Source: an optimization exercise on an open RTL-to-GDS flow (aim: a short achievable clock period and few clock cycles per item). Production flows keep margins and buffers that such runs may drop. Where RTL was checked, it was by simulation tests only, not by an equivalence proof against the original. The clock port is modelled as an ideal driver, which makes a skipped or thinned clock tree look cheaper than it is; a real chip needs a root buffer or a tree. No activity file was given, so power comes from the tool's default toggle rates.

==> flow/design.v (excerpt) <==
module axi_wr_slave (
    input  wire logic                  clk,
    input  wire logic                  rst_n,
    input  wire axi_wr_pkg::aw_cmd_t   aw,
    input  wire logic                  aw_valid,
    output logic                       aw_ready,
    input  wire axi_wr_pkg::w_beat_t   w,
    input  wire logic                  w_valid,
    output logic                       w_ready,
    output axi_wr_pkg::b_resp_t        b,
    output logic                       b_valid,
    input  wire logic                  b_ready,
    output axi_wr_pkg::mem_wr_t        mem,
    output logic                       mem_we,
    input  wire logic                  mem_ready
);
    axi_wr_pkg::aw_cmd_t           aw_head;
    axi_wr_pkg::w_beat_t           w_head;
    logic                          aw_nempty;
    logic                          aw_pop;
    logic                          w_nempty;
    logic                          w_pop;
    logic                          can_start;
    logic                          start;
    logic                          resp_push;
    logic                          resp_size_err;
    logic [axi_wr_pkg::ID_W-1:0]   resp_id;
    sync_fifo #(
        .WIDTH (axi_wr_pkg::AW_W),
        .DEPTH (axi_wr_pkg::AW_DEPTH)
    ) u_aw_fifo (
        .clk    (clk),
        .rst_n  (rst_n),
        .push   (aw_valid && aw_ready),
  ...
Size: roughly 890 cells after synthesis, roughly 440 flip-flops, roughly 0.016 sq mm of cells after synthesis.
==> module burst_engine, before the edit <==
module burst_engine (
    input  wire logic                      clk,
    input  wire logic                      rst_n,
    input  wire axi_wr_pkg::aw_cmd_t       cmd,
    input  wire logic                      cmd_nempty,
    output logic                           cmd_pop,
    input  wire axi_wr_pkg::w_beat_t       beat,
    input  wire logic                      beat_nempty,
    output logic                           beat_pop,
    output axi_wr_pkg::mem_wr_t            mem,
    output logic                           mem_we,
    input  wire logic                      mem_ready,
    input  wire logic                      can_start,
    output logic                           start,
    output logic                           resp_push,
    output logic                           resp_size_err,
    output logic [axi_wr_pkg::ID_W-1:0]    resp_id
);
    localparam int PB = axi_wr_pkg::PAGE_BIT;
    localparam int AW = axi_wr_pkg::ADDR_W;
    localparam int DW = axi_wr_pkg::DESC_W;
    logic                              act_q;
    logic [axi_wr_pkg::ID_W-1:0]       id_q;
    logic [AW-1:0]                     addr_q;
    logic [axi_wr_pkg::LEN_W-1:0]      rem_q;
    logic                              rz_q;
    logic [6:0]                        mask_q;
    logic                              fixed_q;
    logic                              serr_q;
    logic [6:0]                        dec_mask;
    logic                              dec_fixed;
    logic                              dec_serr;
    axi_wr_pkg::beat_desc_t            desc_in;
    axi_wr_pkg::beat_desc_t            desc;
    logic                              desc_ready;
    logic                              desc_nempty;
    axi_wr_pkg::mem_wr_t               mem_q;
    axi_wr_pkg::mem_wr_t               mem_nxt;
    logic                              mem_we_q;
    logic                              mlast_q;
    logic [axi_wr_pkg::ID_W-1:0]       rid_q;
    logic                              rserr_q;
    logic                              gen;
    logic                              load;
    logic                              can_issue;
    logic                              adv;
    logic                              issue;
    logic [PB-1:0]                     filled;
    logic [PB-1:0]                     stepped;
    logic [7:0]                        size_bit;
    logic                              next_carry;
    logic                              load_carry;
    logic                              carry_q;
    aw_decode u_aw_decode (
        .cmd      (cmd),
        .mask     (dec_mask),
        .fixed    (dec_fixed),
        .size_err (dec_serr)
    );
    assign gen     = act_q && desc_ready;
    assign load    = cmd_nempty && can_start && (!act_q || (gen && rz_q));
    assign start   = load;
    assign cmd_pop = load;
    assign filled     = addr_q[PB-1:0] | {5'd0, mask_q};
    assign stepped    = filled + 1'b1;
    assign size_bit   = {1'b0, mask_q} ^ {mask_q, 1'b1};
    assign next_carry = (&(addr_q[PB-1:0] | {4'd0, mask_q, 1'b1})) &&
                        !(|(addr_q[7:0] & size_bit));
    assign load_carry = &(cmd.addr[PB-1:0] | {5'd0, dec_mask});
    always_ff @(posedge clk or negedge rst_n) begin
        if (!rst_n) act_q <= 1'b0;
        else if (load) act_q <= 1'b1;
        else if (gen && rz_q) act_q <= 1'b0;
    end
    always_ff @(posedge clk) begin
        if (load) begin
            id_q    <= cmd.id;
            addr_q  <= cmd.addr;
            rem_q   <= cmd.len;
            rz_q    <= (cmd.len == 8'd0);
            mask_q  <= dec_mask;
            fixed_q <= dec_fixed;
            serr_q  <= dec_serr;
            carry_q <= load_carry;
        end else if (gen) begin
            rem_q <= rem_q - 1'b1;
            rz_q  <= (rem_q == 8'd1);
            if (fixed_q) begin
                addr_q[PB-1:0] <= addr_q[PB-1:0] & ~{5'd0, mask_q};
            end else if (!carry_q) begin
                addr_q[PB-1:0] <= stepped;
                carry_q        <= next_carry;
            end
        end
    end
    always_comb begin
        desc_in.id   = id_q;
        desc_in.addr = addr_q;
        desc_in.last = rz_q;
        desc_in.serr = serr_q;
    end
    sync_fifo #(
        .WIDTH (DW),
        .DEPTH (axi_wr_pkg::D_DEPTH)
    ) u_desc_fifo (
        .clk    (clk),
        .rst_n  (rst_n),
        .push   (gen),
        .din    (desc_in),
        .ready  (desc_ready),
        .pop    (issue),
        .dout   (desc),
        .nempty (desc_nempty)
    );
    assign can_issue = desc_nempty && beat_nempty;
    assign adv       = !mem_we_q || mem_ready;
    assign issue     = adv && can_issue;
    assign beat_pop  = issue;
    assign mem           = mem_q;
    assign mem_we        = mem_we_q;
    assign resp_push     = mem_we_q && mem_ready && mlast_q;
    assign resp_size_err = rserr_q;
    assign resp_id       = rid_q;
    always_comb begin
        mem_nxt.id   = desc.id;
        mem_nxt.addr = desc.addr;
        mem_nxt.data = beat.data;
        mem_nxt.strb = beat.strb;
        mem_nxt.last = beat.last;
    end
    always_ff @(posedge clk or negedge rst_n) begin
        if (!rst_n) mem_we_q <= 1'b0;
        else mem_we_q <= (mem_we_q && !mem_ready) || can_issue;
    end
    always_ff @(posedge clk) begin
        if (adv) begin
            mem_q   <= mem_nxt;
            mlast_q <= desc.last;
        end
        if (adv && desc.last) begin
            rid_q   <= desc.id;
            rserr_q <= desc.serr;
        end
    end
endmodule
clock: 5.5 ns
lec_check: 0
abc_clock_period_in_ps: 1800
cap_margin: 20
core_margin: 2
core_utilization: 55
gpl_timing_driven: 1
place_density: 0.55
setup_slack_margin: 3.6
slew_margin: 20
standard.sh (not shown) runs the stock make flow with config.mk's settings and CLKGATE_MAP_FILE= SYNTH_SCRIPT=/design/flow/synth_recipe.tcl, a recipe that flattens the netlist after the stock synthesis.
==> flow/flow/run.sh <==
#!/bin/bash
# Standard synthesis and layout with three changes:
# - the clock tree: the clock port feeds four first-level clock buffers,
#   each feeding a share of 24 leaf buffers placed at the centres of
#   flip-flop clusters, so every flip-flop sees two clock buffers
#   (balanced, lower insertion delay than the stock H-tree);
# - sizing may change a cell's footprint (MATCH_CELL_FOOTPRINT=0);
# - port buffering and timing repair do not use delay cells (nodly.tcl).
# Each step's full output goes to a log of its own here.
set -euo pipefail
here=$(pwd)
nd="$here/flow/nodly.tcl"
hooks=(MATCH_CELL_FOOTPRINT=0 PRE_FLOORPLAN_TCL="$nd" PRE_GLOBAL_PLACE_TCL="$nd"
       PRE_RESIZE_TCL="$nd" PRE_REPAIR_TIMING_POST_PLACE_TCL="$nd" PRE_DETAIL_PLACE_TCL="$nd"
       PRE_GLOBAL_ROUTE_TCL="$nd" PRE_DETAIL_ROUTE_TCL="$nd")
bash standard.sh synth > "$here/log_1_synth.log" 2>&1
bash standard.sh "${hooks[@]}" floorplan place > "$here/log_2_place.log" 2>&1
bash standard.sh "${hooks[@]}" PRE_CTS_TCL="$here/flow/cts_tree.tcl" cts > "$here/log_3_cts.log" 2>&1
bash standard.sh "${hooks[@]}" finish > "$here/log_4_finish.log" 2>&1
Other scripts of this flow, unchanged in this note and not shown: flow/flow/cts_tree.tcl, flow/flow/nodly.tcl, flow/flow/outfix.tcl
Change:
--- a/flow/design.v
+++ b/flow/design.v
@@ -187,8 +187,12 @@
     logic                              mem_we_q;
     logic                              mlast_q;
     logic [axi_wr_pkg::ID_W-1:0]       rid_q;
     logic                              rserr_q;
+    logic                              fire;
+    logic                              fire_q;
+    logic [axi_wr_pkg::ID_W-1:0]       pid_q;
+    logic                              pserr_q;
     logic                              gen;
     logic                              load;
     logic                              can_issue;
     logic                              adv;
@@ -265,21 +269,27 @@
     assign issue     = adv && can_issue;
     assign beat_pop  = issue;
     assign mem           = mem_q;
     assign mem_we        = mem_we_q;
-    assign resp_push     = mem_we_q && mem_ready && mlast_q;
-    assign resp_size_err = rserr_q;
-    assign resp_id       = rid_q;
+    assign resp_push     = fire_q;
+    assign resp_size_err = pserr_q;
+    assign resp_id       = pid_q;
     always_comb begin
         mem_nxt.id   = desc.id;
         mem_nxt.addr = desc.addr;
         mem_nxt.data = beat.data;
         mem_nxt.strb = beat.strb;
         mem_nxt.last = beat.last;
     end
+    assign fire = mem_we_q && mem_ready && mlast_q;
     always_ff @(posedge clk or negedge rst_n) begin
-        if (!rst_n) mem_we_q <= 1'b0;
-        else mem_we_q <= (mem_we_q && !mem_ready) || can_issue;
+        if (!rst_n) begin
+            mem_we_q <= 1'b0;
+            fire_q   <= 1'b0;
+        end else begin
+            mem_we_q <= (mem_we_q && !mem_ready) || can_issue;
+            fire_q   <= fire;
+        end
     end
     always_ff @(posedge clk) begin
         if (adv) begin
             mem_q   <= mem_nxt;
@@ -288,8 +298,12 @@
         if (adv && desc.last) begin
             rid_q   <= desc.id;
             rserr_q <= desc.serr;
         end
+        if (fire) begin
+            pid_q   <= rid_q;
+            pserr_q <= rserr_q;
+        end
     end
 endmodule
 `default_nettype wire
 `timescale 1ns/1ps
Effect:
- maximum frequency falls by 0.55%
- synthesized cell count came out higher by 1.3%
- global-route usage is higher by 1.2 points
- sequential share of layout area barely changes
- via count came out higher by 1.4%
- final cell count went up by 0.52%
- total power came out higher by 0.66%
- synthesized area increases by 1.5%
- design area is higher by 1.4%
- worst setup slack gets worse by 0.011 ns
- routed wire length goes up by 6.0%
- critical path depth does not change
- first-iteration DRC count rose by 17%
No run of this note included a check of the RTL's function; only the layout flow was run. No run of this note takes its clock network from TritonCTS; it comes from the design's own scripts or RTL.

* * *

Another version of the RTL of axi_wr_slave (not shown whole).
Size in the first run: ~530 flip-flops, ~180 I/O pins, about 21000 um2 of cells after synthesis.
## axi_wr_slave
module axi_wr_slave (
    input  wire logic                  clk,
    input  wire logic                  rst_n,
    input  wire axi_wr_pkg::aw_cmd_t   aw,
    input  wire logic                  aw_valid,
    output logic                       aw_ready,
    input  wire axi_wr_pkg::w_beat_t   w,
    input  wire logic                  w_valid,
    output logic                       w_ready,
    output axi_wr_pkg::b_resp_t        b,
    output logic                       b_valid,
    input  wire logic                  b_ready,
    output axi_wr_pkg::mem_wr_t        mem,
    output logic                       mem_we,
    input  wire logic                  mem_ready
);
    axi_wr_pkg::aw_cmd_t           aw_head;
    axi_wr_pkg::w_beat_t           w_head;
    axi_wr_pkg::w_beat_t           w_head2;
    logic [axi_wr_pkg::W_DEPTH-1:0] w_occ;
    logic                          aw_nempty;
    logic                          aw_pop;
    logic                          w_pop;
    logic                          can_start;
    logic                          start;
    logic                          resp_push;
  ...
Settings: LEC_CHECK=0, ABC_CLOCK_PERIOD_IN_PS=1800, CAP_MARGIN=20, CORE_MARGIN=2, CORE_UTILIZATION=55, GPL_TIMING_DRIVEN=1, PLACE_DENSITY=0.55, SETUP_SLACK_MARGIN=3.6, SLEW_MARGIN=20; clock period 5.5 ns.
Scripts as last shown in full above: flow/flow/run.sh
Other scripts of this flow, unchanged in this note and not shown: flow/flow/cts_tree.tcl, flow/flow/nodly.tcl, flow/flow/outfix.tcl
The baseline ran to the end with no violations.
Testbench counts at the start, summed over its fixed seeds: cycles 14,376, beats 13,386.
Change:
--- a/flow/design.v
+++ b/flow/design.v
@@ -248,19 +248,22 @@
     logic                              mem_we_q;
     logic                              write;
     logic                              pres_q;
     logic                              we_nxt;
     logic                              desc_pop;
     logic                              fire;
-    logic                              fire_q;
-    logic [axi_wr_pkg::ID_W-1:0]       pid_q;
-    logic                              pserr_q;
     logic                              gen;
     logic                              load;
     logic [PB-1:0]                     filled;
     logic [PB-1:0]                     stepped;
+    logic [PB-1:0]                     ones_below;
+    logic [PB-1:0]                     pre1;
+    logic [PB-1:0]                     pre2;
+    logic [PB-1:0]                     pre4;
+    logic [PB-1:0]                     pre8;
+    logic [PB-1:0]                     pre16;
     logic [7:0]                        size_bit;
     logic                              next_carry;
     logic                              load_carry;
     logic                              carry_q;
     aw_decode u_aw_decode (
         .cmd      (cmd),
@@ -270,13 +273,21 @@
     );
     assign gen     = act_q && desc_ready;
     assign load    = cmd_nempty && can_start && (!act_q || (gen && rz_q));
     assign start   = load;
     assign cmd_pop = load;
     assign filled     = addr_q[PB-1:0] | {5'd0, mask_q};
-    assign stepped    = filled + 1'b1;
+    always_comb begin
+        pre1 = filled;
+        for (int i = 0; i < PB; i++) pre2[i] = (i >= 1) ? (pre1[i] & pre1[i-1]) : pre1[i];
+        for (int i = 0; i < PB; i++) pre4[i] = (i >= 2) ? (pre2[i] & pre2[i-2]) : pre2[i];
+        for (int i = 0; i < PB; i++) pre8[i] = (i >= 4) ? (pre4[i] & pre4[i-4]) : pre4[i];
+        for (int i = 0; i < PB; i++) pre16[i] = (i >= 8) ? (pre8[i] & pre8[i-8]) : pre8[i];
+        ones_below = {pre16[PB-2:0], 1'b1};
+        stepped    = filled ^ ones_below;
+    end
     assign size_bit   = {1'b0, mask_q} ^ {mask_q, 1'b1};
     assign next_carry = (&(addr_q[PB-1:0] | {4'd0, mask_q, 1'b1})) &&
                         !(|(addr_q[7:0] & size_bit));
     assign load_carry = &(cmd.addr[PB-1:0] | {5'd0, dec_mask});
     always_ff @(posedge clk or negedge rst_n) begin
         if (!rst_n) act_q <= 1'b0;
@@ -327,15 +338,15 @@
     assign write    = pres_q && mem_ready;
     assign beat_pop = write && beat_occ[0];
     assign desc_pop = write && desc_occ[0];
     assign fire     = desc_pop && desc.last;
     assign mem           = mem_q;
     assign mem_we        = mem_we_q;
-    assign resp_push     = fire_q;
-    assign resp_size_err = pserr_q;
-    assign resp_id       = pid_q;
+    assign resp_push     = fire;
+    assign resp_size_err = desc.serr;
+    assign resp_id       = desc.id;
     always_comb begin
         mem_cur.id    = desc.id;
         mem_cur.addr  = desc.addr;
         mem_cur.data  = beat.data;
         mem_cur.strb  = beat.strb;
         mem_cur.last  = beat.last;
@@ -345,26 +356,20 @@
         mem_next.strb = beat2.strb;
         mem_next.last = beat2.last;
     end
     always_ff @(posedge clk or negedge rst_n) begin
         if (!rst_n) begin
             mem_we_q <= 1'b0;
-            fire_q   <= 1'b0;
         end else begin
             mem_we_q <= we_nxt;
-            fire_q   <= fire;
         end
     end
     assign we_nxt = write ? (desc_occ[1] && beat_occ[1]) : (desc_occ[0] && beat_occ[0]);
     always_ff @(posedge clk) begin
         pres_q <= we_nxt;
         mem_q  <= write ? mem_next : mem_cur;
-        if (fire) begin
-            pid_q   <= desc.id;
-            pserr_q <= desc.serr;
-        end
     end
 endmodule
 `default_nettype wire
 `timescale 1ns/1ps
 `default_nettype none
 module wresp_gen (
@@ -385,12 +390,14 @@
     axi_wr_pkg::b_resp_t         q_head2;
     logic [axi_wr_pkg::B_DEPTH-1:0] q_occ;
     axi_wr_pkg::b_resp_t         b_q;
     logic                        b_valid_q;
     logic                        bv_q;
     logic                        bv_nxt;
+    axi_wr_pkg::b_resp_t         b_at0;
+    axi_wr_pkg::b_resp_t         b_at1;
     logic                        b_pop;
     logic [CAP-1:0]              out_q;
     always_comb begin
         new_resp.id   = id;
         new_resp.resp = size_err ? axi_wr_pkg::SLVERR : axi_wr_pkg::OKAY;
     end
@@ -422,16 +429,18 @@
                 2'b10:   out_q <= {out_q[CAP-2:0], 1'b1};
                 2'b01:   out_q <= {1'b0, out_q[CAP-1:1]};
                 default: out_q <= out_q;
             endcase
         end
     end
-    assign bv_nxt = b_pop ? q_occ[1] : q_occ[0];
+    assign bv_nxt = b_pop ? (q_occ[1] || push) : (q_occ[0] || push);
+    assign b_at0  = q_occ[0] ? q_head : new_resp;
+    assign b_at1  = q_occ[1] ? q_head2 : new_resp;
     always_ff @(posedge clk) begin
         bv_q <= bv_nxt;
-        b_q  <= b_pop ? q_head2 : q_head;
+        b_q  <= b_pop ? b_at1 : b_at0;
     end
 endmodule
 `default_nettype wire
 `timescale 1ns/1ps
 `default_nettype none
 module axi_wr_slave (
=>
- The changed run finished with timing, DRC and antenna clean
- worst setup slack is worse by 0.021 ns
- die area came out lower by 0.37%
- sequential share of layout area goes down by 0.64 points
- final area hardly moves
- core utilization goes up by 0.17 points
- sequential power came out higher by about 0.7%
Only the layout flow was run in the second run of this note; the RTL was not checked for function there. In every run of this note, the design's own scripts or RTL, not TritonCTS, make the clock network.

[re-timing with driven ports]
In the flow no input, the clock included, has a driving cell. The finished layouts below were timed again as built, in two steps. Step 1: set_driving_cell puts a clkbuf_16 on clk and a buf_2 on each other input, an assumption about the parent block. Step 2 also shifts input and output timing later by t, the mid clock arrival at the registers, as if the neighbouring blocks saw the same clock. Slacks: ideal / step 1 / step 2; pairs: ideal / step 1.
run | t, ns | setup slack, ns | worst setup path after step 2 | latest minus earliest clock arrival (ns) | worst slew at a driven data input, ns
the first run of note 1 | 0.426 | 3.485 / 3.384 / 3.259 | input to register | 0.035 / 0.035 | 0.08
the second run of note 1 | 0.433 | 3.473 / 3.372 / 3.253 | input to register | 0.040 / 0.040 | 0.07
the first run of note 2 | 0.477 | 3.535 / 3.418 / 3.219 | input to register | 0.029 / 0.029 | 0.09
the second run of note 2 | 0.469 | 3.513 / 3.404 / 3.142 | input to register | 0.048 / 0.048 | 0.12
After both steps setup and hold are still met in every run listed. The setup slack of the second run of note 2, which loses most, moves by -0.109 ns with the drivers and by -0.371 ns with both steps.
